Source: an optimization exercise on an open RTL-to-GDS flow (aim: small area and a short achievable clock period). Production flows keep margins and buffers that such runs may drop.
No run shown here included a check of the RTL's function; only the layout flow was run.

`flow/design.v`:
```
package fpu_pkg;
	typedef struct packed {
		logic                   sign;
		logic [8-1:0]  exp;
		logic [23-1:0] frac;
	} float_fields_t;
	typedef union packed {
		logic [32-1:0] word;
		float_fields_t          f;
	} float_t;
	typedef enum logic [1:0] {
		op_add = 2'b00,
		op_sub = 2'b01,
		op_rsv = 2'b10,
		op_mul = 2'b11
	} fpu_op_t;
endpackage
module fpu_pfx_add #(
	parameter int W = 32
) (
	input  logic [W-1:0] i_a,
	input  logic [W-1:0] i_b,
	input  logic         i_ci,
	output logic [W-1:0] o_sum,
	output logic         o_co
);
	localparam int L = (W >= 32) ? 6 : (W >= 16) ? 5 : (W >= 8) ? 4 : (W >= 4) ? 3 : (W >= 2) ? 2 : 1;
	logic [W:0] g [L+1];
	logic [W:0] p [L+1];
	always_comb begin
		g[0][0] = i_ci;
		p[0][0] = 1'b0;
		for (int i = 0; i < W; i++) begin
			g[0][i+1] = i_a[i] & i_b[i];
			p[0][i+1] = i_a[i] ^ i_b[i];
		end
		for (int l = 0; l < L; l++) begin
			for (int i = 0; i <= W; i++) begin
				if ((i >> l) & 1) begin
					g[l+1][i] = g[l][i] | (p[l][i] & g[l][((i >> l) << l) - 1]);
					p[l+1][i] = p[l][i] & p[l][((i >> l) << l) - 1];
				end else begin
					g[l+1][i] = g[l][i];
					p[l+1][i] = p[l][i];
				end
			end
		end
		for (int i = 0; i < W; i++) begin
			o_sum[i] = p[0][i+1] ^ g[L][i];
		end
		o_co = g[L][W];
	end
endmodule
module fpu_lzc32 (
	input  logic [31:0] i_v,
	output logic [4:0]  o_cnt
);
	logic [15:0]      v1;
	logic [15:0]      c1;
	logic [7:0]       v2;
	logic [7:0][1:0]  c2;
	logic [3:0]       v3;
	logic [3:0][2:0]  c3;
	logic [1:0]       v4;
	logic [1:0][3:0]  c4;
	always_comb begin
		for (int j = 0; j < 16; j++) begin
			v1[j] = i_v[2*j+1] | i_v[2*j];
			c1[j] = ~i_v[2*j+1];
		end
		for (int j = 0; j < 8; j++) begin
			v2[j] = v1[2*j+1] | v1[2*j];
			c2[j] = v1[2*j+1] ? {1'b0, c1[2*j+1]} : {1'b1, c1[2*j]};
		end
		for (int j = 0; j < 4; j++) begin
			v3[j] = v2[2*j+1] | v2[2*j];
			c3[j] = v2[2*j+1] ? {1'b0, c2[2*j+1]} : {1'b1, c2[2*j]};
		end
		for (int j = 0; j < 2; j++) begin
			v4[j] = v3[2*j+1] | v3[2*j];
			c4[j] = v3[2*j+1] ? {1'b0, c3[2*j+1]} : {1'b1, c3[2*j]};
		end
		o_cnt = v4[1] ? {1'b0, c4[1]} : {1'b1, c4[0]};
	end
endmodule
module fpu_special_case (
	input  fpu_pkg::float_t i_a,
	input  fpu_pkg::float_t i_b,
	input  logic            i_is_mul,
	output logic            o_hit,
	output fpu_pkg::float_t o_value
);
	localparam logic [8-1:0] exp_ones = 255;
	localparam logic [32-2:0] inf_mag = {exp_ones, {23{1'b0}}};
	logic   a_zero;
	logic   a_inf;
	logic   a_nan;
	logic   b_zero;
	logic   b_inf;
	logic   b_nan;
	logic   sign_x;
	fpu_pkg::float_t zero_val;
	fpu_pkg::float_t inf_val;
	logic   a_emax;
	logic   a_f0;
	logic   b_emax;
	logic   b_f0;
	assign a_emax = &i_a.f.exp;
	assign a_f0   = ~|i_a.f.frac;
	assign b_emax = &i_b.f.exp;
	assign b_f0   = ~|i_b.f.frac;
	assign a_zero = ~|i_a.f.exp & a_f0;
	assign a_inf  = a_emax & a_f0;
	assign a_nan  = a_emax & ~a_f0;
	assign b_zero = ~|i_b.f.exp & b_f0;
	assign b_inf  = b_emax & b_f0;
	assign b_nan  = b_emax & ~b_f0;
	assign sign_x        = i_a.f.sign ^ i_b.f.sign;
	assign zero_val.word = {sign_x, {(32-1){1'b0}}};
	assign inf_val.word  = {sign_x, inf_mag};
	always_comb begin
		o_hit   = 1'b1;
		o_value = i_a;
		if (i_is_mul) begin
			if (a_nan) begin
				o_value = i_a;
			end else if (b_nan) begin
				o_value = i_b;
			end else if (a_zero || b_zero) begin
				o_value = zero_val;
			end else if (a_inf || b_inf) begin
				o_value = inf_val;
			end else begin
				o_hit = 1'b0;
			end
		end else begin
			if (a_nan || b_zero) begin
				o_value = i_a;
			end else if (b_nan || a_zero) begin
				o_value = i_b;
			end else if (a_inf) begin
				o_value = i_a;
			end else if (b_inf) begin
				o_value = i_b;
			end else begin
				o_hit = 1'b0;
			end
		end
	end
endmodule
module fpu_add_far (
	input  logic            i_sign,
	input  logic [7:0]      i_exp,
	input  logic [23:0]     i_big_mant,
	input  logic [23:0]     i_small_mant,
	input  logic [4:0]      i_small_tz,
	input  logic [7:0]      i_diff,
	input  logic            i_sub,
	output fpu_pkg::float_t o_sum
);
	logic [25:0] shifted;
	logic        sticky;
	logic [26:0] small_ext;
	logic [27:0] raw;
	logic [23:0] mant;
	logic        guard;
	logic        rest;
	logic        inc;
	logic [24:0] rounded;
	logic [7:0]  exp_m1;
	logic [7:0]  exp_p1;
	logic [7:0]  exp_p2;
	logic [1:0]  exp_sel;
	assign shifted   = (i_diff > 8'd25) ? 26'd0 : ({i_small_mant, 2'b00} >> i_diff[4:0]);
	assign sticky    = ({3'b0, i_small_tz} + 8'd3 <= i_diff);
	assign small_ext = {shifted, sticky};
	logic raw_co;
	fpu_pfx_add #(.W(28)) u_add (
		.i_a   ({1'b0, i_big_mant, 3'b000}),
		.i_b   ({1'b0, small_ext} ^ {28{i_sub}}),
		.i_ci  (i_sub),
		.o_sum (raw),
		.o_co  (raw_co)
	);
	always_comb begin
		if (raw[27]) begin
			mant  = raw[27:4];
			guard = raw[3];
			rest  = |raw[2:0];
		end else if (raw[26]) begin
			mant  = raw[26:3];
			guard = raw[2];
			rest  = |raw[1:0];
		end else begin
			mant  = raw[25:2];
			guard = raw[1];
			rest  = raw[0];
		end
	end
	assign inc     = guard & (rest | mant[0]);
	logic rnd_co;
	fpu_pfx_add #(.W(25)) u_rnd (
		.i_a   ({1'b0, mant}),
		.i_b   (25'd0),
		.i_ci  (inc),
		.o_sum (rounded),
		.o_co  (rnd_co)
	);
	logic [2:0] e_co;
	fpu_pfx_add #(.W(8)) u_em1 (.i_a(i_exp), .i_b(8'hff), .i_ci(1'b0), .o_sum(exp_m1), .o_co(e_co[0]));
	fpu_pfx_add #(.W(8)) u_ep1 (.i_a(i_exp), .i_b(8'h00), .i_ci(1'b1), .o_sum(exp_p1), .o_co(e_co[1]));
	fpu_pfx_add #(.W(8)) u_ep2 (.i_a(i_exp), .i_b(8'h01), .i_ci(1'b1), .o_sum(exp_p2), .o_co(e_co[2]));
	assign exp_sel = raw[27] ? 2'd2 : (raw[26] ? 2'd1 : 2'd0);
	always_comb begin
		case ({exp_sel, rounded[24]})
			3'b000:  o_sum.f.exp = exp_m1;
			3'b001:  o_sum.f.exp = i_exp;
			3'b010:  o_sum.f.exp = i_exp;
			3'b011:  o_sum.f.exp = exp_p1;
			3'b100:  o_sum.f.exp = exp_p1;
			default: o_sum.f.exp = exp_p2;
		endcase
	end
	assign o_sum.f.sign = i_sign;
	assign o_sum.f.frac = rounded[22:0];
endmodule
module fpu_add_near (
	input  logic            i_a_sign,
	input  logic            i_b_sign,
	input  logic [7:0]      i_a_exp,
	input  logic [7:0]      i_b_exp,
	input  logic [23:0]     i_a_mant,
	input  logic [23:0]     i_b_mant,
	input  logic            i_a_big,
	input  logic            i_sub,
	output fpu_pkg::float_t o_sum
);
	logic        d1;
	logic [25:0] a_op;
	logic [25:0] b_op;
	logic [25:0] a_sh;
	logic [25:0] b_sh;
	logic [25:0] raw_ab;
	logic [25:0] raw_ba;
	logic [25:0] raw;
	logic [7:0]  big_exp_p1;
	logic [4:0]  lz;
	logic [25:0] norm;
	logic [22:0] frac_r;
	assign d1   = i_a_exp[0] ^ i_b_exp[0];
	assign a_op = {1'b0, i_a_mant, 1'b0};
	assign b_op = {1'b0, i_b_mant, 1'b0};
	assign a_sh = d1 ? {2'b00, i_a_mant} : a_op;
	assign b_sh = d1 ? {2'b00, i_b_mant} : b_op;
	logic co_ab;
	logic co_ba;
	fpu_pfx_add #(.W(26)) u_ab (
		.i_a   (a_op),
		.i_b   (b_sh ^ {26{i_sub}}),
		.i_ci  (i_sub),
		.o_sum (raw_ab),
		.o_co  (co_ab)
	);
	fpu_pfx_add #(.W(26)) u_ba (
		.i_a   (b_op),
		.i_b   (a_sh ^ {26{i_sub}}),
		.i_ci  (i_sub),
		.o_sum (raw_ba),
		.o_co  (co_ba)
	);
	assign raw    = i_a_big ? raw_ab : raw_ba;
	logic [7:0] a_exp_p1;
	logic [7:0] b_exp_p1;
	logic [2:0] e_co;
	logic [7:0] exp_n;
	fpu_pfx_add #(.W(8)) u_ap1 (.i_a(i_a_exp), .i_b(8'h00), .i_ci(1'b1), .o_sum(a_exp_p1), .o_co(e_co[0]));
	fpu_pfx_add #(.W(8)) u_bp1 (.i_a(i_b_exp), .i_b(8'h00), .i_ci(1'b1), .o_sum(b_exp_p1), .o_co(e_co[1]));
	assign big_exp_p1 = i_a_big ? a_exp_p1 : b_exp_p1;
	fpu_lzc32 u_lzc (.i_v({raw, 6'b0}), .o_cnt(lz));
	assign norm = raw << lz;
	fpu_pfx_add #(.W(8)) u_exp (.i_a(big_exp_p1), .i_b({3'b111, ~lz}), .i_ci(1'b1), .o_sum(exp_n), .o_co(e_co[2]));
	logic fr_co;
	fpu_pfx_add #(.W(23)) u_rnd (
		.i_a   (raw[23:1]),
		.i_b   (23'd0),
		.i_ci  (raw[0] & raw[1]),
		.o_sum (frac_r),
		.o_co  (fr_co)
	);
	always_comb begin
		if (raw == '0) begin
			o_sum.word = '0;
		end else begin
			o_sum.f.sign = i_a_big ? i_a_sign : i_b_sign;
			o_sum.f.exp  = exp_n;
			o_sum.f.frac = (raw[25:24] == 2'b01) ? frac_r : norm[24:2];
		end
	end
endmodule
module fpu_adder (
	input  fpu_pkg::float_t i_a,
	input  fpu_pkg::float_t i_b,
	output fpu_pkg::float_t o_sum
);
	logic        a_big;
	logic [7:0]  a_exp;
	logic [7:0]  b_exp;
	logic [23:0] a_mant;
	logic [23:0] b_mant;
	logic [23:0] a_rev;
	logic [23:0] b_rev;
	logic [4:0]  a_tz;
	logic [4:0]  b_tz;
	logic [8:0]  d_ab;
	logic [8:0]  d_ba;
	logic        a_ge;
	logic [7:0]  diff;
	logic        eff_sub;
	logic        near;
	fpu_pkg::float_t far_sum;
	fpu_pkg::float_t near_sum;
	assign a_exp  = i_a.f.exp | {7'b0, ~|i_a.f.exp};
	assign b_exp  = i_b.f.exp | {7'b0, ~|i_b.f.exp};
	assign a_mant = {|i_a.f.exp, i_a.f.frac};
	assign b_mant = {|i_b.f.exp, i_b.f.frac};
	logic [30:0] cmp_sum;
	fpu_pfx_add #(.W(31)) u_cmp (
		.i_a   (i_a.word[30:0]),
		.i_b   (~i_b.word[30:0]),
		.i_ci  (1'b1),
		.o_sum (cmp_sum),
		.o_co  (a_big)
	);
	logic co_dab;
	logic co_dba;
	fpu_pfx_add #(.W(9)) u_dab (
		.i_a   ({1'b0, a_exp}),
		.i_b   ({1'b1, ~b_exp}),
		.i_ci  (1'b1),
		.o_sum (d_ab),
		.o_co  (co_dab)
	);
	fpu_pfx_add #(.W(9)) u_dba (
		.i_a   ({1'b0, b_exp}),
		.i_b   ({1'b1, ~a_exp}),
		.i_ci  (1'b1),
		.o_sum (d_ba),
		.o_co  (co_dba)
	);
	assign a_ge = ~d_ab[8];
	assign diff = a_ge ? d_ab[7:0] : d_ba[7:0];
	always_comb begin
		for (int i = 0; i < 24; i++) begin
			a_rev[i] = a_mant[23-i];
			b_rev[i] = b_mant[23-i];
		end
	end
	fpu_lzc32 u_tza (.i_v({a_rev, 8'hff}), .o_cnt(a_tz));
	fpu_lzc32 u_tzb (.i_v({b_rev, 8'hff}), .o_cnt(b_tz));
	assign eff_sub = i_a.f.sign ^ i_b.f.sign;
	assign near = (diff[7:1] == 7'd0) & (eff_sub | ~(a_mant[23] | b_mant[23]));
	fpu_add_far u_far (
		.i_sign       (a_ge ? i_a.f.sign : i_b.f.sign),
		.i_exp        (a_ge ? a_exp : b_exp),
		.i_big_mant   (a_ge ? a_mant : b_mant),
		.i_small_mant (a_ge ? b_mant : a_mant),
		.i_small_tz   (a_ge ? b_tz : a_tz),
		.i_diff       (diff),
		.i_sub        (eff_sub),
		.o_sum        (far_sum)
	);
	fpu_add_near u_near (
		.i_a_sign (i_a.f.sign),
		.i_b_sign (i_b.f.sign),
		.i_a_exp  (a_exp),
		.i_b_exp  (b_exp),
		.i_a_mant (a_mant),
		.i_b_mant (b_mant),
		.i_a_big  (a_big),
		.i_sub    (eff_sub),
		.o_sum    (near_sum)
	);
	assign o_sum = near ? near_sum : far_sum;
endmodule
module fpu_multiplier (
	input  fpu_pkg::float_t i_a,
	input  fpu_pkg::float_t i_b,
	output fpu_pkg::float_t o_product
);
	logic [23:0] a_mant;
	logic [23:0] b_mant;
	logic [4:0]  a_lz;
	logic [4:0]  b_lz;
	logic [5:0]  shift;
	logic [47:0] row0;
	logic [47:0] row1;
	logic [47:0] product;
	logic [47:0] norm;
	logic [7:0]  exp_base;
	assign a_mant = {|i_a.f.exp, i_a.f.frac};
	assign b_mant = {|i_b.f.exp, i_b.f.frac};
	fpu_lzc32 u_lza (.i_v({a_mant, 8'hff}), .o_cnt(a_lz));
	fpu_lzc32 u_lzb (.i_v({b_mant, 8'hff}), .o_cnt(b_lz));
	assign shift = {1'b0, a_lz} + {1'b0, b_lz};
	fpu_mul_tree u_tree (
		.i_a    (a_mant),
		.i_b    (b_mant),
		.o_row0 (row0),
		.o_row1 (row1)
	);
	logic prod_co;
	fpu_pfx_add #(.W(48)) u_cpa (
		.i_a   (row0),
		.i_b   (row1),
		.i_ci  (1'b0),
		.o_sum (product),
		.o_co  (prod_co)
	);
	assign norm    = product << shift;
	assign exp_base = (i_a.f.exp | {7'b0, ~|i_a.f.exp}) + (i_b.f.exp | {7'b0, ~|i_b.f.exp})
	                  - 8'(127) - {2'b0, shift};
	logic [7:0] exp_p1;
	logic       e_co;
	fpu_pfx_add #(.W(8)) u_ep1 (.i_a(exp_base), .i_b(8'h00), .i_ci(1'b1), .o_sum(exp_p1), .o_co(e_co));
	always_comb begin
		o_product.f.sign = i_a.f.sign ^ i_b.f.sign;
		if (norm[47]) begin
			o_product.f.exp  = exp_p1;
			o_product.f.frac = norm[46:24];
		end else begin
			o_product.f.exp  = exp_base;
			o_product.f.frac = norm[45:23];
		end
	end
endmodule
module fpu_mul_tree (
	input  logic [23:0] i_a,
	input  logic [23:0] i_b,
	output logic [47:0] o_row0,
	output logic [47:0] o_row1
);
	logic [24:0] b_ext;
	logic [24:0] a_x1;
	logic [24:0] a_x2;
	logic [11:0] one;
	logic [11:0] two;
	logic [11:0] neg;
	logic [11:0] nneg;
	logic [24:0] x0;
	logic [24:0] x1;
	logic [24:0] x2;
	logic [24:0] x3;
	logic [24:0] x4;
	logic [24:0] x5;
	logic [24:0] x6;
	logic [24:0] x7;
	logic [24:0] x8;
	logic [24:0] x9;
	logic [24:0] x10;
	logic [24:0] x11;
	logic [23:0] top;
	logic t1, t2, t3, t4, t5, t6, t7, t8, t9, t10, t11, t12, t13, t14, t15, t16, t17, t18, t19, t20, t21, t22, t23, t24, t25, t26, t27, t28, t29, t30, t31, t32, t33, t34, t35, t36, t37, t38, t39, t40, t41, t42, t43, t44, t45, t46, t47, t48, t49, t50, t51, t52, t53, t54, t55, t56, t57, t58, t59, t60, t61, t62, t63, t64, t65, t66, t67, t68, t69, t70, t71, t72, t73, t74, t75, t76, t77, t78, t79, t80, t81, t82, t83, t84, t85, t86, t87, t88, t89, t90, t91, t92, t93, t94, t95, t96, t97, t98, t99, t100, t101, t102, t103, t104, t105, t106, t107, t108, t109, t110, t111, t112, t113, t114, t115, t116, t117, t118, t119, t120, t121, t122, t123, t124, t125, t126, t127, t128, t129, t130, t131, t132, t133, t134, t135, t136, t137, t138, t139, t140, t141, t142, t143, t144, t145, t146, t147, t148, t149, t150, t151, t152, t153, t154, t155, t156, t157, t158, t159, t160, t161, t162, t163, t164, t165, t166, t167, t168, t169, t170, t171, t172, t173, t174, t175, t176, t177, t178, t179, t180, t181, t182, t183, t184, t185, t186, t187, t188, t189, t190, t191, t192, t193, t194, t195, t196, t197, t198, t199, t200, t201, t202, t203, t204, t205, t206, t207, t208, t209, t210, t211, t212, t213, t214, t215, t216, t217, t218, t219, t220, t221, t222, t223, t224, t225, t226, t227, t228, t229, t230, t231, t232, t233, t234, t235, t236, t237, t238, t239, t240, t241, t242, t243, t244, t245, t246, t247, t248, t249, t250, t251, t252, t253, t254, t255, t256, t257, t258, t259, t260, t261, t262, t263, t264, t265, t266, t267, t268, t269, t270, t271, t272, t273, t274, t275, t276, t277, t278, t279, t280, t281, t282, t283, t284, t285, t286, t287, t288, t289, t290, t291, t292, t293, t294, t295, t296, t297, t298, t299, t300, t301, t302, t303, t304, t305, t306, t307, t308, t309, t310, t311, t312, t313, t314, t315, t316, t317, t318, t319, t320, t321, t322, t323, t324, t325, t326, t327, t328, t329, t330, t331, t332, t333, t334, t335, t336, t337, t338, t339, t340, t341, t342, t343, t344, t345, t346, t347, t348, t349, t350, t351, t352, t353, t354, t355, t356, t357, t358, t359, t360, t361, t362, t363, t364, t365, t366, t367, t368, t369, t370, t371, t372, t373, t374, t375, t376, t377, t378, t379, t380, t381, t382, t383, t384, t385, t386, t387, t388, t389, t390, t391, t392, t393, t394, t395, t396, t397, t398, t399, t400, t401, t402, t403, t404, t405, t406, t407, t408, t409, t410, t411, t412, t413, t414, t415, t416, t417, t418, t419, t420, t421, t422, t423, t424, t425, t426, t427, t428, t429, t430, t431, t432, t433, t434, t435, t436, t437, t438, t439, t440, t441, t442, t443, t444, t445, t446, t447, t448, t449, t450, t451, t452, t453, t454, t455, t456, t457, t458, t459, t460, t461, t462, t463, t464, t465, t466, t467, t468, t469, t470, t471, t472, t473, t474, t475, t476, t477, t478, t479, t480, t481, t482, t483, t484, t485, t486, t487, t488, t489, t490, t491, t492, t493, t494, t495, t496, t497, t498, t499, t500, t501, t502, t503, t504, t505, t506, t507, t508, t509, t510, t511, t512, t513, t514, t515, t516, t517, t518, t519, t520, t521, t522, t523, t524, t525, t526, t527, t528, t529, t530, t531, t532, t533, t534, t535, t536, t537, t538, t539, t540, t541, t542, t543, t544, t545, t546, t547, t548, t549, t550, t551, t552, t553, t554, t555, t556, t557, t558, t559, t560, t561, t562, t563, t564, t565, t566, t567, t568, t569, t570, t571, t572, t573, t574, t575, t576, t577, t578, t579, t580, t581, t582, t583, t584, t585, t586, t587, t588, t589, t590, t591, t592;
	assign b_ext = {i_b, 1'b0};
	assign a_x1  = {1'b0, i_a};
	assign a_x2  = {i_a, 1'b0};
	assign one[0]  = b_ext[1] ^ b_ext[0];
	assign two[0]  = (b_ext[2] & ~b_ext[1] & ~b_ext[0]) | (~b_ext[2] & b_ext[1] & b_ext[0]);
	assign neg[0]  = b_ext[2];
	assign nneg[0] = ~b_ext[2];
	assign x0 = ((a_x1 & {25{one[0]}}) | (a_x2 & {25{two[0]}})) ^ {25{neg[0]}};
	assign one[1]  = b_ext[3] ^ b_ext[2];
	assign two[1]  = (b_ext[4] & ~b_ext[3] & ~b_ext[2]) | (~b_ext[4] & b_ext[3] & b_ext[2]);
	assign neg[1]  = b_ext[4];
	assign nneg[1] = ~b_ext[4];
	assign x1 = ((a_x1 & {25{one[1]}}) | (a_x2 & {25{two[1]}})) ^ {25{neg[1]}};
	assign one[2]  = b_ext[5] ^ b_ext[4];
	assign two[2]  = (b_ext[6] & ~b_ext[5] & ~b_ext[4]) | (~b_ext[6] & b_ext[5] & b_ext[4]);
	assign neg[2]  = b_ext[6];
	assign nneg[2] = ~b_ext[6];
	assign x2 = ((a_x1 & {25{one[2]}}) | (a_x2 & {25{two[2]}})) ^ {25{neg[2]}};
	assign one[3]  = b_ext[7] ^ b_ext[6];
	assign two[3]  = (b_ext[8] & ~b_ext[7] & ~b_ext[6]) | (~b_ext[8] & b_ext[7] & b_ext[6]);
	assign neg[3]  = b_ext[8];
	assign nneg[3] = ~b_ext[8];
	assign x3 = ((a_x1 & {25{one[3]}}) | (a_x2 & {25{two[3]}})) ^ {25{neg[3]}};
	assign one[4]  = b_ext[9] ^ b_ext[8];
	assign two[4]  = (b_ext[10] & ~b_ext[9] & ~b_ext[8]) | (~b_ext[10] & b_ext[9] & b_ext[8]);
	assign neg[4]  = b_ext[10];
	assign nneg[4] = ~b_ext[10];
	assign x4 = ((a_x1 & {25{one[4]}}) | (a_x2 & {25{two[4]}})) ^ {25{neg[4]}};
	assign one[5]  = b_ext[11] ^ b_ext[10];
	assign two[5]  = (b_ext[12] & ~b_ext[11] & ~b_ext[10]) | (~b_ext[12] & b_ext[11] & b_ext[10]);
	assign neg[5]  = b_ext[12];
	assign nneg[5] = ~b_ext[12];
	assign x5 = ((a_x1 & {25{one[5]}}) | (a_x2 & {25{two[5]}})) ^ {25{neg[5]}};
	assign one[6]  = b_ext[13] ^ b_ext[12];
	assign two[6]  = (b_ext[14] & ~b_ext[13] & ~b_ext[12]) | (~b_ext[14] & b_ext[13] & b_ext[12]);
	assign neg[6]  = b_ext[14];
	assign nneg[6] = ~b_ext[14];
	assign x6 = ((a_x1 & {25{one[6]}}) | (a_x2 & {25{two[6]}})) ^ {25{neg[6]}};
	assign one[7]  = b_ext[15] ^ b_ext[14];
	assign two[7]  = (b_ext[16] & ~b_ext[15] & ~b_ext[14]) | (~b_ext[16] & b_ext[15] & b_ext[14]);
	assign neg[7]  = b_ext[16];
	assign nneg[7] = ~b_ext[16];
	assign x7 = ((a_x1 & {25{one[7]}}) | (a_x2 & {25{two[7]}})) ^ {25{neg[7]}};
	assign one[8]  = b_ext[17] ^ b_ext[16];
	assign two[8]  = (b_ext[18] & ~b_ext[17] & ~b_ext[16]) | (~b_ext[18] & b_ext[17] & b_ext[16]);
	assign neg[8]  = b_ext[18];
	assign nneg[8] = ~b_ext[18];
	assign x8 = ((a_x1 & {25{one[8]}}) | (a_x2 & {25{two[8]}})) ^ {25{neg[8]}};
	assign one[9]  = b_ext[19] ^ b_ext[18];
	assign two[9]  = (b_ext[20] & ~b_ext[19] & ~b_ext[18]) | (~b_ext[20] & b_ext[19] & b_ext[18]);
	assign neg[9]  = b_ext[20];
	assign nneg[9] = ~b_ext[20];
	assign x9 = ((a_x1 & {25{one[9]}}) | (a_x2 & {25{two[9]}})) ^ {25{neg[9]}};
	assign one[10]  = b_ext[21] ^ b_ext[20];
	assign two[10]  = (b_ext[22] & ~b_ext[21] & ~b_ext[20]) | (~b_ext[22] & b_ext[21] & b_ext[20]);
	assign neg[10]  = b_ext[22];
	assign nneg[10] = ~b_ext[22];
	assign x10 = ((a_x1 & {25{one[10]}}) | (a_x2 & {25{two[10]}})) ^ {25{neg[10]}};
	assign one[11]  = b_ext[23] ^ b_ext[22];
	assign two[11]  = (b_ext[24] & ~b_ext[23] & ~b_ext[22]) | (~b_ext[24] & b_ext[23] & b_ext[22]);
	assign neg[11]  = b_ext[24];
	assign nneg[11] = ~b_ext[24];
	assign x11 = ((a_x1 & {25{one[11]}}) | (a_x2 & {25{two[11]}})) ^ {25{neg[11]}};
	assign top = i_a & {24{i_b[23]}};
	assign {t2, t1} = x0[16] + x1[14];
	assign {t4, t3} = x0[17] + x1[15];
	assign {t6, t5} = x0[18] + x1[16] + x2[14];
	assign {t8, t7} = x3[12] + x4[10];
	assign {t10, t9} = x0[19] + x1[17] + x2[15];
	assign {t12, t11} = x3[13] + x4[11];
	assign {t14, t13} = x0[20] + x1[18] + x2[16];
	assign {t16, t15} = x3[14] + x4[12] + x5[10];
	assign {t18, t17} = x6[8] + x7[6];
	assign {t20, t19} = x0[21] + x1[19] + x2[17];
	assign {t22, t21} = x3[15] + x4[13] + x5[11];
	assign {t24, t23} = x6[9] + x7[7];
	assign {t26, t25} = x0[22] + x1[20] + x2[18];
	assign {t28, t27} = x3[16] + x4[14] + x5[12];
	assign {t30, t29} = x6[10] + x7[8] + x8[6];
	assign {t32, t31} = x9[4] + x10[2];
	assign {t34, t33} = x0[23] + x1[21] + x2[19];
	assign {t36, t35} = x3[17] + x4[15] + x5[13];
	assign {t38, t37} = x6[11] + x7[9] + x8[7];
	assign {t40, t39} = x9[5] + x10[3];
	assign {t42, t41} = x0[24] + x1[22] + x2[20];
	assign {t44, t43} = x3[18] + x4[16] + x5[14];
	assign {t46, t45} = x6[12] + x7[10] + x8[8];
	assign {t48, t47} = x9[6] + x10[4] + x11[2];
	assign {t50, t49} = x1[23] + x2[21] + x3[19];
	assign {t52, t51} = x4[17] + x5[15] + x6[13];
	assign {t54, t53} = x7[11] + x8[9] + x9[7];
	assign {t56, t55} = x10[5] + x11[3] + top[1];
	assign {t58, t57} = x1[24] + x2[22] + x3[20];
	assign {t60, t59} = x4[18] + x5[16] + x6[14];
	assign {t62, t61} = x7[12] + x8[10] + x9[8];
	assign {t64, t63} = x10[6] + x11[4] + top[2];
	assign {t66, t65} = nneg[1] + x2[23] + x3[21];
	assign {t68, t67} = x4[19] + x5[17] + x6[15];
	assign {t70, t69} = x7[13] + x8[11] + x9[9];
	assign {t72, t71} = x10[7] + x11[5] + top[3];
	assign {t74, t73} = 1'b1 + x2[24] + x3[22];
	assign {t76, t75} = x4[20] + x5[18] + x6[16];
	assign {t78, t77} = x7[14] + x8[12] + x9[10];
	assign {t80, t79} = x10[8] + x11[6];
	assign {t82, t81} = nneg[2] + x3[23] + x4[21];
	assign {t84, t83} = x5[19] + x6[17] + x7[15];
	assign {t86, t85} = x8[13] + x9[11] + x10[9];
	assign {t88, t87} = 1'b1 + x3[24] + x4[22];
	assign {t90, t89} = x5[20] + x6[18] + x7[16];
	assign {t92, t91} = x8[14] + x9[12];
	assign {t94, t93} = nneg[3] + x4[23] + x5[21];
	assign {t96, t95} = x6[19] + x7[17] + x8[15];
	assign {t98, t97} = 1'b1 + x4[24] + x5[22];
	assign {t100, t99} = x6[20] + x7[18];
	assign {t102, t101} = nneg[4] + x5[23] + x6[21];
	assign {t104, t103} = 1'b1 + x5[24];
	assign {t106, t105} = x0[10] + x1[8];
	assign {t108, t107} = x0[11] + x1[9];
	assign {t110, t109} = x0[12] + x1[10] + x2[8];
	assign {t112, t111} = x3[6] + x4[4];
	assign {t114, t113} = x0[13] + x1[11] + x2[9];
	assign {t116, t115} = x3[7] + x4[5];
	assign {t118, t117} = x0[14] + x1[12] + x2[10];
	assign {t120, t119} = x3[8] + x4[6] + x5[4];
	assign {t122, t121} = x6[2] + x7[0];
	assign {t124, t123} = x0[15] + x1[13] + x2[11];
	assign {t126, t125} = x3[9] + x4[7] + x5[5];
	assign {t128, t127} = x6[3] + x7[1];
	assign {t130, t129} = t1 + x2[12] + x3[10];
	assign {t132, t131} = x4[8] + x5[6] + x6[4];
	assign {t134, t133} = x7[2] + x8[0] + neg[8];
	assign {t136, t135} = t2 + t3 + x2[13];
	assign {t138, t137} = x3[11] + x4[9] + x5[7];
	assign {t140, t139} = x6[5] + x7[3] + x8[1];
	assign {t142, t141} = t4 + t5 + t7;
	assign {t144, t143} = x5[8] + x6[6] + x7[4];
	assign {t146, t145} = x8[2] + x9[0] + neg[9];
	assign {t148, t147} = t6 + t8 + t9;
	assign {t150, t149} = t11 + x5[9] + x6[7];
	assign {t152, t151} = x7[5] + x8[3] + x9[1];
	assign {t154, t153} = t10 + t12 + t13;
	assign {t156, t155} = t15 + t17 + x8[4];
	assign {t158, t157} = x9[2] + x10[0] + neg[10];
	assign {t160, t159} = t14 + t16 + t18;
	assign {t162, t161} = t19 + t21 + t23;
	assign {t164, t163} = x8[5] + x9[3] + x10[1];
	assign {t166, t165} = t20 + t22 + t24;
	assign {t168, t167} = t25 + t27 + t29;
	assign {t170, t169} = t31 + x11[0] + neg[11];
	assign {t172, t171} = t26 + t28 + t30;
	assign {t174, t173} = t32 + t33 + t35;
	assign {t176, t175} = t37 + t39 + x11[1];
	assign {t178, t177} = t34 + t36 + t38;
	assign {t180, t179} = t40 + t41 + t43;
	assign {t182, t181} = t45 + t47 + top[0];
	assign {t184, t183} = t42 + t44 + t46;
	assign {t186, t185} = t48 + t49 + t51;
	assign {t188, t187} = t53 + t55 + neg[0];
	assign {t190, t189} = t50 + t52 + t54;
	assign {t192, t191} = t56 + t57 + t59;
	assign {t194, t193} = t61 + t63 + neg[0];
	assign {t196, t195} = t58 + t60 + t62;
	assign {t198, t197} = t64 + t65 + t67;
	assign {t200, t199} = t69 + t71 + nneg[0];
	assign {t202, t201} = t66 + t68 + t70;
	assign {t204, t203} = t72 + t73 + t75;
	assign {t206, t205} = t77 + t79 + top[4];
	assign {t208, t207} = t74 + t76 + t78;
	assign {t210, t209} = t80 + t81 + t83;
	assign {t212, t211} = t85 + x11[7] + top[5];
	assign {t214, t213} = t82 + t84 + t86;
	assign {t216, t215} = t87 + t89 + t91;
	assign {t218, t217} = x10[10] + x11[8] + top[6];
	assign {t220, t219} = t88 + t90 + t92;
	assign {t222, t221} = t93 + t95 + x9[13];
	assign {t224, t223} = x10[11] + x11[9] + top[7];
	assign {t226, t225} = t94 + t96 + t97;
	assign {t228, t227} = t99 + x8[16] + x9[14];
	assign {t230, t229} = x10[12] + x11[10] + top[8];
	assign {t232, t231} = t98 + t100 + t101;
	assign {t234, t233} = x7[19] + x8[17] + x9[15];
	assign {t236, t235} = x10[13] + x11[11] + top[9];
	assign {t238, t237} = t102 + t103 + x6[22];
	assign {t240, t239} = x7[20] + x8[18] + x9[16];
	assign {t242, t241} = x10[14] + x11[12] + top[10];
	assign {t244, t243} = t104 + nneg[5] + x6[23];
	assign {t246, t245} = x7[21] + x8[19] + x9[17];
	assign {t248, t247} = x10[15] + x11[13] + top[11];
	assign {t250, t249} = 1'b1 + x6[24] + x7[22];
	assign {t252, t251} = x8[20] + x9[18] + x10[16];
	assign {t254, t253} = x11[14] + top[12];
	assign {t256, t255} = nneg[6] + x7[23] + x8[21];
	assign {t258, t257} = x9[19] + x10[17] + x11[15];
	assign {t260, t259} = 1'b1 + x7[24] + x8[22];
	assign {t262, t261} = x9[20] + x10[18];
	assign {t264, t263} = nneg[7] + x8[23] + x9[21];
	assign {t266, t265} = 1'b1 + x8[24];
	assign {t268, t267} = x0[6] + x1[4];
	assign {t270, t269} = x0[7] + x1[5];
	assign {t272, t271} = x0[8] + x1[6] + x2[4];
	assign {t274, t273} = x3[2] + x4[0];
	assign {t276, t275} = x0[9] + x1[7] + x2[5];
	assign {t278, t277} = x3[3] + x4[1];
	assign {t280, t279} = t105 + x2[6] + x3[4];
	assign {t282, t281} = x4[2] + x5[0] + neg[5];
	assign {t284, t283} = t106 + t107 + x2[7];
	assign {t286, t285} = x3[5] + x4[3] + x5[1];
	assign {t288, t287} = t108 + t109 + t111;
	assign {t290, t289} = x5[2] + x6[0] + neg[6];
	assign {t292, t291} = t110 + t112 + t113;
	assign {t294, t293} = t115 + x5[3] + x6[1];
	assign {t296, t295} = t114 + t116 + t117;
	assign {t298, t297} = t119 + t121 + neg[7];
	assign {t300, t299} = t118 + t120 + t122;
	assign {t302, t301} = t123 + t125 + t127;
	assign {t304, t303} = t124 + t126 + t128;
	assign {t306, t305} = t129 + t131 + t133;
	assign {t308, t307} = t130 + t132 + t134;
	assign {t310, t309} = t135 + t137 + t139;
	assign {t312, t311} = t136 + t138 + t140;
	assign {t314, t313} = t141 + t143 + t145;
	assign {t316, t315} = t142 + t144 + t146;
	assign {t318, t317} = t147 + t149 + t151;
	assign {t320, t319} = t148 + t150 + t152;
	assign {t322, t321} = t153 + t155 + t157;
	assign {t324, t323} = t154 + t156 + t158;
	assign {t326, t325} = t159 + t161 + t163;
	assign {t328, t327} = t160 + t162 + t164;
	assign {t330, t329} = t165 + t167 + t169;
	assign {t332, t331} = t166 + t168 + t170;
	assign {t334, t333} = t171 + t173 + t175;
	assign {t336, t335} = t172 + t174 + t176;
	assign {t338, t337} = t177 + t179 + t181;
	assign {t340, t339} = t178 + t180 + t182;
	assign {t342, t341} = t183 + t185 + t187;
	assign {t344, t343} = t184 + t186 + t188;
	assign {t346, t345} = t189 + t191 + t193;
	assign {t348, t347} = t190 + t192 + t194;
	assign {t350, t349} = t195 + t197 + t199;
	assign {t352, t351} = t196 + t198 + t200;
	assign {t354, t353} = t201 + t203 + t205;
	assign {t356, t355} = t202 + t204 + t206;
	assign {t358, t357} = t207 + t209 + t211;
	assign {t360, t359} = t208 + t210 + t212;
	assign {t362, t361} = t213 + t215 + t217;
	assign {t364, t363} = t214 + t216 + t218;
	assign {t366, t365} = t219 + t221 + t223;
	assign {t368, t367} = t220 + t222 + t224;
	assign {t370, t369} = t225 + t227 + t229;
	assign {t372, t371} = t226 + t228 + t230;
	assign {t374, t373} = t231 + t233 + t235;
	assign {t376, t375} = t232 + t234 + t236;
	assign {t378, t377} = t237 + t239 + t241;
	assign {t380, t379} = t238 + t240 + t242;
	assign {t382, t381} = t243 + t245 + t247;
	assign {t384, t383} = t244 + t246 + t248;
	assign {t386, t385} = t249 + t251 + t253;
	assign {t388, t387} = t250 + t252 + t254;
	assign {t390, t389} = t255 + t257 + top[13];
	assign {t392, t391} = t256 + t258 + t259;
	assign {t394, t393} = t261 + x11[16] + top[14];
	assign {t396, t395} = t260 + t262 + t263;
	assign {t398, t397} = x10[19] + x11[17] + top[15];
	assign {t400, t399} = t264 + t265 + x9[22];
	assign {t402, t401} = x10[20] + x11[18] + top[16];
	assign {t404, t403} = t266 + nneg[8] + x9[23];
	assign {t406, t405} = x10[21] + x11[19] + top[17];
	assign {t408, t407} = 1'b1 + x9[24] + x10[22];
	assign {t410, t409} = x11[20] + top[18];
	assign {t412, t411} = nneg[9] + x10[23] + x11[21];
	assign {t414, t413} = 1'b1 + x10[24];
	assign {t416, t415} = x0[4] + x1[2];
	assign {t418, t417} = x0[5] + x1[3];
	assign {t420, t419} = t267 + x2[2] + x3[0];
	assign {t422, t421} = t268 + t269 + x2[3];
	assign {t424, t423} = t270 + t271 + t273;
	assign {t426, t425} = t272 + t274 + t275;
	assign {t428, t427} = t276 + t278 + t279;
	assign {t430, t429} = t280 + t282 + t283;
	assign {t432, t431} = t284 + t286 + t287;
	assign {t434, t433} = t288 + t290 + t291;
	assign {t436, t435} = t292 + t294 + t295;
	assign {t438, t437} = t296 + t298 + t299;
	assign {t440, t439} = t300 + t302 + t303;
	assign {t442, t441} = t304 + t306 + t307;
	assign {t444, t443} = t308 + t310 + t311;
	assign {t446, t445} = t312 + t314 + t315;
	assign {t448, t447} = t316 + t318 + t319;
	assign {t450, t449} = t320 + t322 + t323;
	assign {t452, t451} = t324 + t326 + t327;
	assign {t454, t453} = t328 + t330 + t331;
	assign {t456, t455} = t332 + t334 + t335;
	assign {t458, t457} = t336 + t338 + t339;
	assign {t460, t459} = t340 + t342 + t343;
	assign {t462, t461} = t344 + t346 + t347;
	assign {t464, t463} = t348 + t350 + t351;
	assign {t466, t465} = t352 + t354 + t355;
	assign {t468, t467} = t356 + t358 + t359;
	assign {t470, t469} = t360 + t362 + t363;
	assign {t472, t471} = t364 + t366 + t367;
	assign {t474, t473} = t368 + t370 + t371;
	assign {t476, t475} = t372 + t374 + t375;
	assign {t478, t477} = t376 + t378 + t379;
	assign {t480, t479} = t380 + t382 + t383;
	assign {t482, t481} = t384 + t386 + t387;
	assign {t484, t483} = t388 + t390 + t391;
	assign {t486, t485} = t392 + t394 + t395;
	assign {t488, t487} = t396 + t398 + t399;
	assign {t490, t489} = t400 + t402 + t403;
	assign {t492, t491} = t404 + t406 + t407;
	assign {t494, t493} = t408 + t410 + t411;
	assign {t496, t495} = t412 + t413 + x11[22];
	assign {t498, t497} = t414 + nneg[10] + x11[23];
	assign {t500, t499} = 1'b1 + x11[24];
	assign {t502, t501} = x0[2] + x1[0];
	assign {t504, t503} = x0[3] + x1[1];
	assign {t506, t505} = t415 + x2[0] + neg[2];
	assign {t508, t507} = t416 + t417 + x2[1];
	assign {t510, t509} = t418 + t419 + neg[3];
	assign {t512, t511} = t420 + t421 + x3[1];
	assign {t514, t513} = t422 + t423 + neg[4];
	assign {t516, t515} = t424 + t425 + t277;
	assign {t518, t517} = t426 + t427 + t281;
	assign {t520, t519} = t428 + t429 + t285;
	assign {t522, t521} = t430 + t431 + t289;
	assign {t524, t523} = t432 + t433 + t293;
	assign {t526, t525} = t434 + t435 + t297;
	assign {t528, t527} = t436 + t437 + t301;
	assign {t530, t529} = t438 + t439 + t305;
	assign {t532, t531} = t440 + t441 + t309;
	assign {t534, t533} = t442 + t443 + t313;
	assign {t536, t535} = t444 + t445 + t317;
	assign {t538, t537} = t446 + t447 + t321;
	assign {t540, t539} = t448 + t449 + t325;
	assign {t542, t541} = t450 + t451 + t329;
	assign {t544, t543} = t452 + t453 + t333;
	assign {t546, t545} = t454 + t455 + t337;
	assign {t548, t547} = t456 + t457 + t341;
	assign {t550, t549} = t458 + t459 + t345;
	assign {t552, t551} = t460 + t461 + t349;
	assign {t554, t553} = t462 + t463 + t353;
	assign {t556, t555} = t464 + t465 + t357;
	assign {t558, t557} = t466 + t467 + t361;
	assign {t560, t559} = t468 + t469 + t365;
	assign {t562, t561} = t470 + t471 + t369;
	assign {t564, t563} = t472 + t473 + t373;
	assign {t566, t565} = t474 + t475 + t377;
	assign {t568, t567} = t476 + t477 + t381;
	assign {t570, t569} = t478 + t479 + t385;
	assign {t572, t571} = t480 + t481 + t389;
	assign {t574, t573} = t482 + t483 + t393;
	assign {t576, t575} = t484 + t485 + t397;
	assign {t578, t577} = t486 + t487 + t401;
	assign {t580, t579} = t488 + t489 + t405;
	assign {t582, t581} = t490 + t491 + t409;
	assign {t584, t583} = t492 + t493 + top[19];
	assign {t586, t585} = t494 + t495 + top[20];
	assign {t588, t587} = t496 + t497 + top[21];
	assign {t590, t589} = t498 + t499 + top[22];
	assign {t592, t591} = t500 + nneg[11] + top[23];
	assign o_row0[0] = x0[0];
	assign o_row1[0] = neg[0];
	assign o_row0[1] = x0[1];
	assign o_row1[1] = 1'b0;
	assign o_row0[2] = t501;
	assign o_row1[2] = neg[1];
	assign o_row0[3] = t502;
	assign o_row1[3] = t503;
	assign o_row0[4] = t504;
	assign o_row1[4] = t505;
	assign o_row0[5] = t506;
	assign o_row1[5] = t507;
	assign o_row0[6] = t508;
	assign o_row1[6] = t509;
	assign o_row0[7] = t510;
	assign o_row1[7] = t511;
	assign o_row0[8] = t512;
	assign o_row1[8] = t513;
	assign o_row0[9] = t514;
	assign o_row1[9] = t515;
	assign o_row0[10] = t516;
	assign o_row1[10] = t517;
	assign o_row0[11] = t518;
	assign o_row1[11] = t519;
	assign o_row0[12] = t520;
	assign o_row1[12] = t521;
	assign o_row0[13] = t522;
	assign o_row1[13] = t523;
	assign o_row0[14] = t524;
	assign o_row1[14] = t525;
	assign o_row0[15] = t526;
	assign o_row1[15] = t527;
	assign o_row0[16] = t528;
	assign o_row1[16] = t529;
	assign o_row0[17] = t530;
	assign o_row1[17] = t531;
	assign o_row0[18] = t532;
	assign o_row1[18] = t533;
	assign o_row0[19] = t534;
	assign o_row1[19] = t535;
	assign o_row0[20] = t536;
	assign o_row1[20] = t537;
	assign o_row0[21] = t538;
	assign o_row1[21] = t539;
	assign o_row0[22] = t540;
	assign o_row1[22] = t541;
	assign o_row0[23] = t542;
	assign o_row1[23] = t543;
	assign o_row0[24] = t544;
	assign o_row1[24] = t545;
	assign o_row0[25] = t546;
	assign o_row1[25] = t547;
	assign o_row0[26] = t548;
	assign o_row1[26] = t549;
	assign o_row0[27] = t550;
	assign o_row1[27] = t551;
	assign o_row0[28] = t552;
	assign o_row1[28] = t553;
	assign o_row0[29] = t554;
	assign o_row1[29] = t555;
	assign o_row0[30] = t556;
	assign o_row1[30] = t557;
	assign o_row0[31] = t558;
	assign o_row1[31] = t559;
	assign o_row0[32] = t560;
	assign o_row1[32] = t561;
	assign o_row0[33] = t562;
	assign o_row1[33] = t563;
	assign o_row0[34] = t564;
	assign o_row1[34] = t565;
	assign o_row0[35] = t566;
	assign o_row1[35] = t567;
	assign o_row0[36] = t568;
	assign o_row1[36] = t569;
	assign o_row0[37] = t570;
	assign o_row1[37] = t571;
	assign o_row0[38] = t572;
	assign o_row1[38] = t573;
	assign o_row0[39] = t574;
	assign o_row1[39] = t575;
	assign o_row0[40] = t576;
	assign o_row1[40] = t577;
	assign o_row0[41] = t578;
	assign o_row1[41] = t579;
	assign o_row0[42] = t580;
	assign o_row1[42] = t581;
	assign o_row0[43] = t582;
	assign o_row1[43] = t583;
	assign o_row0[44] = t584;
	assign o_row1[44] = t585;
	assign o_row0[45] = t586;
	assign o_row1[45] = t587;
	assign o_row0[46] = t588;
	assign o_row1[46] = t589;
	assign o_row0[47] = t590;
	assign o_row1[47] = t591;
endmodule
module fpu_top (
	input  logic             clk,
	input  logic             i_rst_n,
	input  logic [1:0]       i_op,
	input  logic [31:0]      i_a,
	input  logic [31:0]      i_b,
	output logic [31:0]      o_result
);
	fpu_pkg::float_t a_w;
	fpu_pkg::float_t b_w;
	logic   is_sub;
	logic   is_mul;
	fpu_pkg::float_t eff_b;
	logic   sc_hit;
	fpu_pkg::float_t sc_value;
	fpu_pkg::float_t sum;
	fpu_pkg::float_t product;
	fpu_pkg::float_t next_result;
	assign a_w.word = i_a;
	assign b_w.word = i_b;
	assign is_sub = (i_op == fpu_pkg::op_sub);
	assign is_mul = (i_op == fpu_pkg::op_mul);
	always_comb begin
		eff_b        = b_w;
		eff_b.f.sign = b_w.f.sign ^ is_sub;
	end
	fpu_special_case u_special (
		.i_a      (a_w),
		.i_b      (eff_b),
		.i_is_mul (is_mul),
		.o_hit    (sc_hit),
		.o_value  (sc_value)
	);
	fpu_adder u_adder (
		.i_a   (a_w),
		.i_b   (eff_b),
		.o_sum (sum)
	);
	fpu_multiplier u_mult (
		.i_a       (a_w),
		.i_b       (b_w),
		.o_product (product)
	);
	always_comb begin
		case (i_op)
			fpu_pkg::op_rsv:  next_result.word = 32'h7FC0_0000;
			fpu_pkg::op_mul:  next_result = sc_hit ? sc_value : product;
			default: next_result = sc_hit ? sc_value : sum;
		endcase
	end
	always_ff @(posedge clk or negedge i_rst_n) begin
		if (!i_rst_n) begin
			o_result <= '0;
		end else begin
			o_result <= next_result.word;
		end
	end
endmodule
```
`flow/run.sh`:
```
#!/bin/bash
# synth_recipe.tcl (not shown) runs the flow's synth.tcl, then flattens the netlist and writes it again
# the make line also repeats each setting of config.mk as NAME=value (left out here)
make -C /OpenROAD-flow-scripts/flow DESIGN_CONFIG=/design/flow/config.mk WORK_HOME=/design/flow/orfs CLKGATE_MAP_FILE= SYNTH_SCRIPT=/design/flow/synth_recipe.tcl finish
```
`flow/config.mk`:
```
export PLATFORM = sky130hd
export DESIGN_NAME = fpu_top
export DESIGN_NICKNAME = fpu_top
export VERILOG_FILES = /design/flow/design.v
export SDC_FILE = /design/flow/constraint.sdc
export NUM_CORES = 4
export LEC_CHECK = 0
export ABC_AREA = 1
export CAP_MARGIN = 20
export CORE_MARGIN = 2
export CORE_UTILIZATION = 40
export SETUP_SLACK_MARGIN = 5
export SLEW_MARGIN = 20
```
`flow/constraint.sdc`:
```
create_clock -name core_clock -period 17.0 [get_ports {clk}]
set_input_delay 3.4000 -clock core_clock [delete_from_list [all_inputs] [get_ports {clk}]]
set_output_delay 3.4000 -clock core_clock [all_outputs]
set_load 0.01 [all_outputs]
```
==> impl_metrics.csv, run 1 <==
group,metric,value,unit
floorplan,core,0.0824,sq mm
clock_network,cts_tree,"done",
floorplan,start_util,0.405,
run_status,outcome,"no timing/DRC/antenna violations",
worst_hold_path,hp-class,"in -> async",
sta,layout_min_cycle_time,11600,ps
worst_setup_path,arrival,11720,ps
yosys,synth_ff_type,"dfrtp_1",
yosys,ys_warn_count,33,
yosys,synth_seq_cells,32,
cells_and_area,drive_above_1_share,0.0852,
yosys,syn_avg_cell_area,6.24,sq um
cells_and_area,multi_input_area,0.0292,sq mm
route,route.vias.total,38800,
global_route,grt_max_degree,86,
route,viasPerCell,6.04,
worst_setup_path,crit_path_end_kind,"register",
cells_and_area,finalCoreUtilization,0.451,
yosys,yosys.area.top_type,"fa_1",
floorplan,die_h,293,um
sta,max_freq,0.0862,GHz
yosys,synth_area_leaders,"fa_1 17%, nand2_1 13%, xor2_1 11%, ha_1 9.0%, nand3_1 8.9%",
placement,numPortBuffers,99,
clock_network,clock-sinks,32,
cells_and_area,top_register,"o_result",
cells_and_area,nets,5935,
placement,hpwl,118000,um
sta,final.setup.tns,0,ps
route,drt-total-wl,160000,um
yosys,ys_top_cells_by_count,"1,150 x nand2_1, 650 x inv_1, 596 x nand3_1, 409 x xor2_1, 356 x nor2_1",
clock_network,cts.htree.levels,2,
sta,finalMaxSlewViolations,0,
placement,place_inst,6300,
worst_setup_path,worst_setup_path_start_kind,"input port",
global_route,grt_pass1_vias,35300,
route,drt-initial-drc-count,5149,
yosys,synth_cell_types,70,
yosys,syn_inst,5349,
sta,hold_viol,0,
worst_setup_path,crit_slowest_cell,"clkdlybuf4s50_1",
clock_network,cts-buffers-inserted,5,
floorplan,io_pins,100,
worst_setup_path,critPathMostFrequentCell,"fa_1",
route,drtPass1Iterations,6,
yosys,synth_area,0.0334,sq mm
yosys,yosysMostFrequentCell,"nand2_1",
sta,worst_pin_slew,1280,ps
yosys,async_flop_share,1.00,
route,route.detailed.drc,0,
global_route,grt_use_total,0.351,
global_route,grt_first_pass_wirelength,229000,um
floorplan,die_w,293,um
cells_and_area,fill_cells,8796,
route,wl_per_cell,24.9,um
floorplan,placementRows,105,
floorplan,die_area,0.0857,sq mm
cells_and_area,largest_reg_flops,32,
clock_network,cts_hold_buf,0,
clock_network,cts_max_path_buffers,2,
cells_and_area,ff_latch_area,801,sq um
yosys,syn-num-nets,5935,
worst_setup_path,crit_type,"in -> reg",
cells_and_area,area_growth,11.3,%
yosys,yosysTopAreaCellShare,0.166,
worst_setup_path,cp_max_fo,9,
placement,gp_congestion,1.03,
sta,slew_headroom,0.140,
placement,pre_cts_slack,2900,ps
global_route,grt-ovfl-total,0,
worst_setup_path,slowest_delay,910,ps
worst_setup_path,path_buf_inv,7,
yosys,seq_area_frac_synth,0.0240,
sta,grt_setup_unrepaired,"true",
clock_network,clk_pin_slew,60,ps
cells_and_area,layoutNonFillerInstCount,6423,
global_route,antenna_found_initial,7,
sta,finalCritPeriodShare,0.682,
flow_run,cap_violations,0,
worst_setup_path,cp_top_family,"adder cells",
cells_and_area,reg_top3,"o_result (32)",
worst_setup_path,worstPathRequired,17110,ps
sta,setup_ws,5400,ps
sta,setup_viol,0,
clock_network,cts_root_buffer,"clkbuf_16",
route,drtAntennaViolNets,0,
yosys,synth_enable_flop_cells,0,
-- area by class of cell --
| cell class | count | area share |
|---|---|---|
| clock inverter | 1 | 0.000135 |
| clock buffer | 6 | 0.00347 |
| antenna | 4 | 0.000270 |
| inverter | 693 | 0.0723 |
| sequential | 32 | 0.0216 |
| timing repair inverter | 4 | 0.000876 |
| tap | 1070 | 0.0361 |
| multi-input combinational | 4300 | 0.786 |
| timing repair buffer | 313 | 0.0790 |
-- placed cells by master, fill, tap and decap left out, drive strengths merged, types with 35 or more instances in the layout --
master	synthesis	final
inv	677	670
buf	120	210
xor2	410	410
o21ai	363	366
nand3	606	606
o22ai	286	286
nor2	372	372
xnor2	48	48
o211ai	45	45
nand4	35	35
nand2	1178	1186
clkdlybuf4s50	0	64
ha	241	241
fa	277	277
a21oi	228	228
-- kinds of logic after synthesis --
family | after synthesis | share of synthesized area
fa+ha+maj | 518 | 0.257
mux | 6 | 0.00180
flops | 32 | 0.0240
compound gates | 1040 | 0.182
other cells | 1 | 0.000112
buf+inv | 1028 | 0.122
xor+xnor | 458 | 0.120
simple gates | 2266 | 0.293
-- stage by stage --
stage | cell area, sq um | hold WS (ps)
after floorplan | 33400 | 3100
after global placement | 35200 | 3510
after detailed placement | 35200 | 3510
after CTS | 35900 | 3220
after global routing | 37100 | 3260
final | 37100 | 3190
-- final timing paths --
path                       startpoint                      to  slack, ps  cells after the start
max                           i_a[18]  o_result[11]$_DFF_PN0_       5400                     34
min                           i_rst_n   o_result[8]$_DFF_PN0_       3190                      1
max in group asynchronous     i_rst_n  o_result[26]$_DFF_PN0_      13330                      1
min in group core_clock       i_a[25]  o_result[25]$_DFF_PN0_       3690                      5
-- what timing repair did --
action,CTS,global route
setup buffers,34,56
endpoints found under the setup margin,31,31
resized for setup,80,162
pin swaps,10,34
cloned,7,15
-- metal layers --
layer  routed length [um]  vias up  part of all wire  global-route usage
met5                   32        -           0.00020                   0
met4                 6700        6             0.042               0.111
met3                21200      422              0.13              0.0985
met2                64300     2491              0.40               0.506
met1                67600    18200              0.42               0.502
li1                     -    17700                 -                   -
==> run 2, diff against run 1 <==
--- a/flow/design.v
+++ b/flow/design.v
@@ -87,24 +87,27 @@
 	input  fpu_pkg::float_t i_a,
 	input  fpu_pkg::float_t i_b,
 	input  logic            i_is_mul,
-	output logic            o_hit,
-	output fpu_pkg::float_t o_value
+	input  logic            i_is_rsv,
+	output logic            o_sel_a,
+	output logic            o_sel_b,
+	output logic            o_sel_zero,
+	output logic            o_sel_inf,
+	output logic            o_sel_arith
 );
-	localparam logic [8-1:0] exp_ones = 255;
-	localparam logic [32-2:0] inf_mag = {exp_ones, {23{1'b0}}};
 	logic   a_zero;
 	logic   a_inf;
 	logic   a_nan;
 	logic   b_zero;
 	logic   b_inf;
 	logic   b_nan;
-	logic   sign_x;
-	fpu_pkg::float_t zero_val;
-	fpu_pkg::float_t inf_val;
 	logic   a_emax;
 	logic   a_f0;
 	logic   b_emax;
 	logic   b_f0;
+	logic   add_a;
+	logic   add_b;
+	logic   mul_z;
+	logic   mul_i;
 	assign a_emax = &i_a.f.exp;
 	assign a_f0   = ~|i_a.f.frac;
 	assign b_emax = &i_b.f.exp;
@@ -115,36 +118,27 @@
 	assign b_zero = ~|i_b.f.exp & b_f0;
 	assign b_inf  = b_emax & b_f0;
 	assign b_nan  = b_emax & ~b_f0;
-	assign sign_x        = i_a.f.sign ^ i_b.f.sign;
-	assign zero_val.word = {sign_x, {(32-1){1'b0}}};
-	assign inf_val.word  = {sign_x, inf_mag};
+	assign add_a = (a_nan | b_zero) | (~(b_nan | a_zero) & a_inf);
+	assign add_b = ~(a_nan | b_zero) & ((b_nan | a_zero) | (~a_inf & b_inf));
+	assign mul_z = ~a_nan & ~b_nan & (a_zero | b_zero);
+	assign mul_i = ~a_nan & ~b_nan & ~(a_zero | b_zero) & (a_inf | b_inf);
 	always_comb begin
-		o_hit   = 1'b1;
-		o_value = i_a;
-		if (i_is_mul) begin
-			if (a_nan) begin
-				o_value = i_a;
-			end else if (b_nan) begin
-				o_value = i_b;
-			end else if (a_zero || b_zero) begin
-				o_value = zero_val;
-			end else if (a_inf || b_inf) begin
-				o_value = inf_val;
-			end else begin
-				o_hit = 1'b0;
-			end
+		o_sel_a     = 1'b0;
+		o_sel_b     = 1'b0;
+		o_sel_zero  = 1'b0;
+		o_sel_inf   = 1'b0;
+		o_sel_arith = 1'b0;
+		if (i_is_rsv) begin
+		end else if (i_is_mul) begin
+			o_sel_a     = a_nan;
+			o_sel_b     = ~a_nan & b_nan;
+			o_sel_zero  = mul_z;
+			o_sel_inf   = mul_i;
+			o_sel_arith = ~(a_nan | b_nan | a_zero | b_zero | a_inf | b_inf);
 		end else begin
-			if (a_nan || b_zero) begin
-				o_value = i_a;
-			end else if (b_nan || a_zero) begin
-				o_value = i_b;
-			end else if (a_inf) begin
-				o_value = i_a;
-			end else if (b_inf) begin
-				o_value = i_b;
-			end else begin
-				o_hit = 1'b0;
-			end
+			o_sel_a     = add_a;
+			o_sel_b     = add_b;
+			o_sel_arith = ~(add_a | add_b);
 		end
 	end
 endmodule
@@ -300,7 +294,9 @@
 module fpu_adder (
 	input  fpu_pkg::float_t i_a,
 	input  fpu_pkg::float_t i_b,
-	output fpu_pkg::float_t o_sum
+	output logic            o_near,
+	output fpu_pkg::float_t o_near_sum,
+	output fpu_pkg::float_t o_far_sum
 );
 	logic        a_big;
 	logic [7:0]  a_exp;
@@ -380,7 +376,9 @@
 		.i_sub    (eff_sub),
 		.o_sum    (near_sum)
 	);
-	assign o_sum = near ? near_sum : far_sum;
+	assign o_near     = near;
+	assign o_near_sum = near_sum;
+	assign o_far_sum  = far_sum;
 endmodule
 module fpu_multiplier (
 	input  fpu_pkg::float_t i_a,
@@ -929,49 +927,72 @@
 	fpu_pkg::float_t b_w;
 	logic   is_sub;
 	logic   is_mul;
+	logic   is_rsv;
 	fpu_pkg::float_t eff_b;
-	logic   sc_hit;
-	fpu_pkg::float_t sc_value;
-	fpu_pkg::float_t sum;
+	logic   sel_a;
+	logic   sel_b;
+	logic   sel_zero;
+	logic   sel_inf;
+	logic   sel_arith;
+	fpu_pkg::float_t near_sum;
+	fpu_pkg::float_t far_sum;
+	logic   near;
 	fpu_pkg::float_t product;
-	fpu_pkg::float_t next_result;
+	logic   sel_near;
+	logic   sel_far;
+	logic   sel_prod;
+	logic   sign_x;
+	logic [31:0] early;
+	logic [31:0] next_result;
 	assign a_w.word = i_a;
 	assign b_w.word = i_b;
 	assign is_sub = (i_op == fpu_pkg::op_sub);
 	assign is_mul = (i_op == fpu_pkg::op_mul);
+	assign is_rsv = (i_op == fpu_pkg::op_rsv);
 	always_comb begin
 		eff_b        = b_w;
 		eff_b.f.sign = b_w.f.sign ^ is_sub;
 	end
 	fpu_special_case u_special (
-		.i_a      (a_w),
-		.i_b      (eff_b),
-		.i_is_mul (is_mul),
-		.o_hit    (sc_hit),
-		.o_value  (sc_value)
+		.i_a        (a_w),
+		.i_b        (eff_b),
+		.i_is_mul   (is_mul),
+		.i_is_rsv   (is_rsv),
+		.o_sel_a    (sel_a),
+		.o_sel_b    (sel_b),
+		.o_sel_zero (sel_zero),
+		.o_sel_inf  (sel_inf),
+		.o_sel_arith(sel_arith)
 	);
 	fpu_adder u_adder (
-		.i_a   (a_w),
-		.i_b   (eff_b),
-		.o_sum (sum)
+		.i_a        (a_w),
+		.i_b        (eff_b),
+		.o_near     (near),
+		.o_near_sum (near_sum),
+		.o_far_sum  (far_sum)
 	);
 	fpu_multiplier u_mult (
 		.i_a       (a_w),
 		.i_b       (b_w),
 		.o_product (product)
 	);
-	always_comb begin
-		case (i_op)
-			fpu_pkg::op_rsv:  next_result.word = 32'h7FC0_0000;
-			fpu_pkg::op_mul:  next_result = sc_hit ? sc_value : product;
-			default: next_result = sc_hit ? sc_value : sum;
-		endcase
-	end
+	assign sign_x   = i_a[31] ^ i_b[31];
+	assign sel_prod = sel_arith & is_mul;
+	assign sel_near = sel_arith & ~is_mul & near;
+	assign sel_far  = sel_arith & ~is_mul & ~near;
+	assign early[31]    = (i_a[31] & sel_a) | (eff_b.f.sign & sel_b) | (sign_x & (sel_zero | sel_inf));
+	assign early[30:23] = (i_a[30:23] & {8{sel_a}}) | (i_b[30:23] & {8{sel_b}}) | {8{sel_inf | is_rsv}};
+	assign early[22]    = (i_a[22] & sel_a) | (i_b[22] & sel_b) | is_rsv;
+	assign early[21:0]  = (i_a[21:0] & {22{sel_a}}) | (i_b[21:0] & {22{sel_b}});
+	assign next_result = early
+	                   | (near_sum.word & {32{sel_near}})
+	                   | (far_sum.word & {32{sel_far}})
+	                   | (product.word & {32{sel_prod}});
 	always_ff @(posedge clk or negedge i_rst_n) begin
 		if (!i_rst_n) begin
 			o_result <= '0;
 		end else begin
-			o_result <= next_result.word;
+			o_result <= next_result;
 		end
 	end
 endmodule
==> run 2 against run 1 <==
Effect of this change: cell area down 3.2%; maximum frequency decreased by 0.62%; non-clock buffer count fell by 34; still clean.
==> impl_metrics.csv, run 2 <==
group,metric,value,unit
worst_setup_path,path_buf_inv,8,
cells_and_area,nets,5796,
worst_setup_path,worstPathRequired,17190,ps
clock_network,clock-sinks,32,
worst_setup_path,critPathMostFrequentCell,"nand2_1",
worst_setup_path,cp_top_family,"buffers and inverters",
yosys,synth_area,0.0328,sq mm
route,drtPass1Iterations,7,
floorplan,die_w,290,um
flow_run,cap_violations,0,
route,drtAntennaViolNets,0,
worst_hold_path,hp-class,"in -> async",
sta,hold_viol,0,
worst_setup_path,cp_max_fo,50,
worst_setup_path,crit_path_end_kind,"register",
cells_and_area,reg_top3,"o_result (32)",
floorplan,io_pins,100,
clock_network,cts_tree,"done",
sta,finalMaxSlewViolations,0,
yosys,yosysMostFrequentCell,"nand2_1",
cells_and_area,num_antenna_cells,0,
floorplan,core,0.0817,sq mm
route,route.vias.total,37500,
placement,gp_congestion,1.02,
sta,finalCritPeriodShare,0.687,
yosys,ys_warn_count,33,
clock_network,cts_hold_buf,0,
floorplan,placementRows,105,
clock_network,cts.htree.levels,2,
cells_and_area,largest_reg_flops,32,
floorplan,die_area,0.0844,sq mm
yosys,syn_avg_cell_area,6.28,sq um
sta,setup_viol,0,
global_route,use_met1,0.512,
route,viasPerCell,5.98,
yosys,async_flop_share,1.00,
worst_setup_path,crit_type,"in -> reg",
yosys,yosys.area.top_type,"fa_1",
yosys,syn_inst,5224,
sta,grt_setup_unrepaired,"false",
global_route,grtUsageMet3,0.0776,
floorplan,start_util,0.402,
sta,hold_ws,3240,ps
cells_and_area,area_growth,9.49,%
placement,hpwl,119000,um
worst_setup_path,startpoint,"i_b[17]",
cells_and_area,drive_above_1_share,0.0762,
global_route,grt_use_total,0.353,
sta,slew_headroom,0.140,
clock_network,cts_max_path_buffers,2,
worst_setup_path,worst_setup_path_start_kind,"input port",
cells_and_area,final_cell_mix,"1,183 x nand2_1, 629 x inv_1, 627 x nand3_1, 395 x xor2_1, 296 x o22ai_1",
global_route,met2_usage,0.513,
cells_and_area,top_register,"o_result",
yosys,synth_cell_types,68,
route,drt-total-wl,156000,um
floorplan,die_h,290,um
global_route,grt_first_pass_wirelength,227000,um
clock_network,cts_root_buffer,"clkbuf_16",
global_route,antenna_found_initial,5,
placement,numPortBuffers,99,
global_route,grt_pass1_vias,34700,
worst_setup_path,crit_cells,34,
clock_network,clk_pin_slew,60,ps
sta,worst_pin_slew,1280,ps
yosys,synth_seq_cells,32,
route,wl_per_cell,24.8,um
cells_and_area,fill_cells,8803,
cells_and_area,layout_commonest_cell,"nand2_1",
sta,max_freq,0.0857,GHz
yosys,ys_top_cells_by_count,"1,195 x nand2_1, 635 x inv_1, 627 x nand3_1, 399 x xor2_1, 296 x o22ai_1",
cells_and_area,finalCoreUtilization,0.440,
global_route,grt_max_degree,81,
yosys,synth_area_leaders,"fa_1 17%, nand2_1 14%, xor2_1 11%, nand3_1 9.6%, ha_1 9.2%",
yosys,seq_area_frac_synth,0.0244,
yosys,synth_ff_type,"dfrtp_1",
clock_network,cts-buffers-inserted,5,
run_status,outcome,"no timing/DRC/antenna violations",
worst_setup_path,crit_slowest_cell,"o21ai_0",
global_route,busiest_layer,"met2",
global_route,grt-ovfl-total,0,
yosys,syn-num-nets,5810,
sta,final.setup.tns,0,ps
route,route.detailed.drc,0,
yosys,synth_enable_flop_cells,0,
sta,layout_min_cycle_time,11670,ps
worst_setup_path,arrival,11860,ps
yosys,yosysTopAreaCellShare,0.169,
route,drt-initial-drc-count,5073,
worst_setup_path,slowest_delay,1050,ps
==> run 2: worst paths after layout <==
check	slack [ps]	endpoint
max in group asynchronous	13170	o_result[2]$_DFF_PN0_
hold / removal	3240	o_result[16]$_DFF_PN0_
min in group core_clock	3590	o_result[25]$_DFF_PN0_
setup / recovery	5330	o_result[30]$_DFF_PN0_
==> run 2: area by class of cell <==
| type | count | area (sq um) | share of cell area |
|---|---|---|---|
| multi-input combinational | 4213 | 28600 | 0.796 |
| inverter | 677 | 2620 | 0.0730 |
| timing repair buffer | 279 | 2420 | 0.0673 |
| tap | 1070 | 1340 | 0.0373 |
| sequential | 32 | 801 | 0.0223 |
| clock buffer | 6 | 129 | 0.00359 |
| timing repair inverter | 2 | 16.3 | 0.000453 |
| clock inverter | 1 | 5.00 | 0.000139 |
==> run 2: timing repair <==
item / 4_1_cts / 5_1_grt
gates cloned: 1 / 6
gates resized for setup: 71 / 115
pin swaps: 5 / 16
endpoints found under the setup margin: 31 / 31
setup buffers: 9 / 41
hold endpoints to repair: 0 / 0
==> run 2: logic make-up (layout without fill, tap and decap cells) <==
logic type / count (synthesis) / in the layout / synth area share
and+or+nand+nor: 2314 / 2318 / 0.309
buffers and inverters: 983 / 965 / 0.118
AOI/OAI and AO/OA: 922 / 922 / 0.165
adders and majority gates: 518 / 518 / 0.261
xor gates and xnor gates: 449 / 449 / 0.120
DFF: 32 / 32 / 0.0244
muxes: 5 / 5 / 0.00153
other: 1 / 1 / 0.000114
==> run 2: routing by layer <==
layer	share of wire	vias up	routed length, um
met1	0.43	17600	67100
met2	0.41	2359	63300
met5	0.000077	-	12
met3	0.12	368	18700
li1	-	17200	-
met4	0.043	2	6640
==> run 2: per-stage QoR <==
step | setup slack, ps | cells | cell area, sq um
after global routing | 4990 | 6280 | 35900
after CTS | 4930 | 6233 | 35300
final | 5330 | 6280 | 35900
after floorplan | 6120 | 5224 | 32800
after global placement | 2720 | 6216 | 34900
after detailed placement | 2770 | 6216 | 34900

## afterwards: timing with drivers on the ports
How much do the figures lean on ideal ports? The routed layouts below were timed once more, with nothing changed but the port constraints. Step 1 assumes that a clkbuf_16 drives the clock port and a buf_2 every other input. Step 2 times the ports against the registers' clock, not the clock port: input delays grow and output delays shrink by t, the midpoint of the rising clock arrivals with the driver on. Three values: no drivers, after step 1, after step 2; two values: the first two.
run | t (ns) | setup slack, ns | worst setup path at the end | slew at the worst register clock pin (ns)
run 1 | 0.308 | 5.398 / 5.402 / 5.093 | input to register | 0.06 / 0.06
run 2 | 0.333 | 5.326 / 5.341 / 5.008 | input to register | 0.06 / 0.06
After both steps every run listed still meets setup and hold. The setup slack of run 2, which loses most, moves by +0.015 ns with the drivers and by -0.318 ns with both steps.
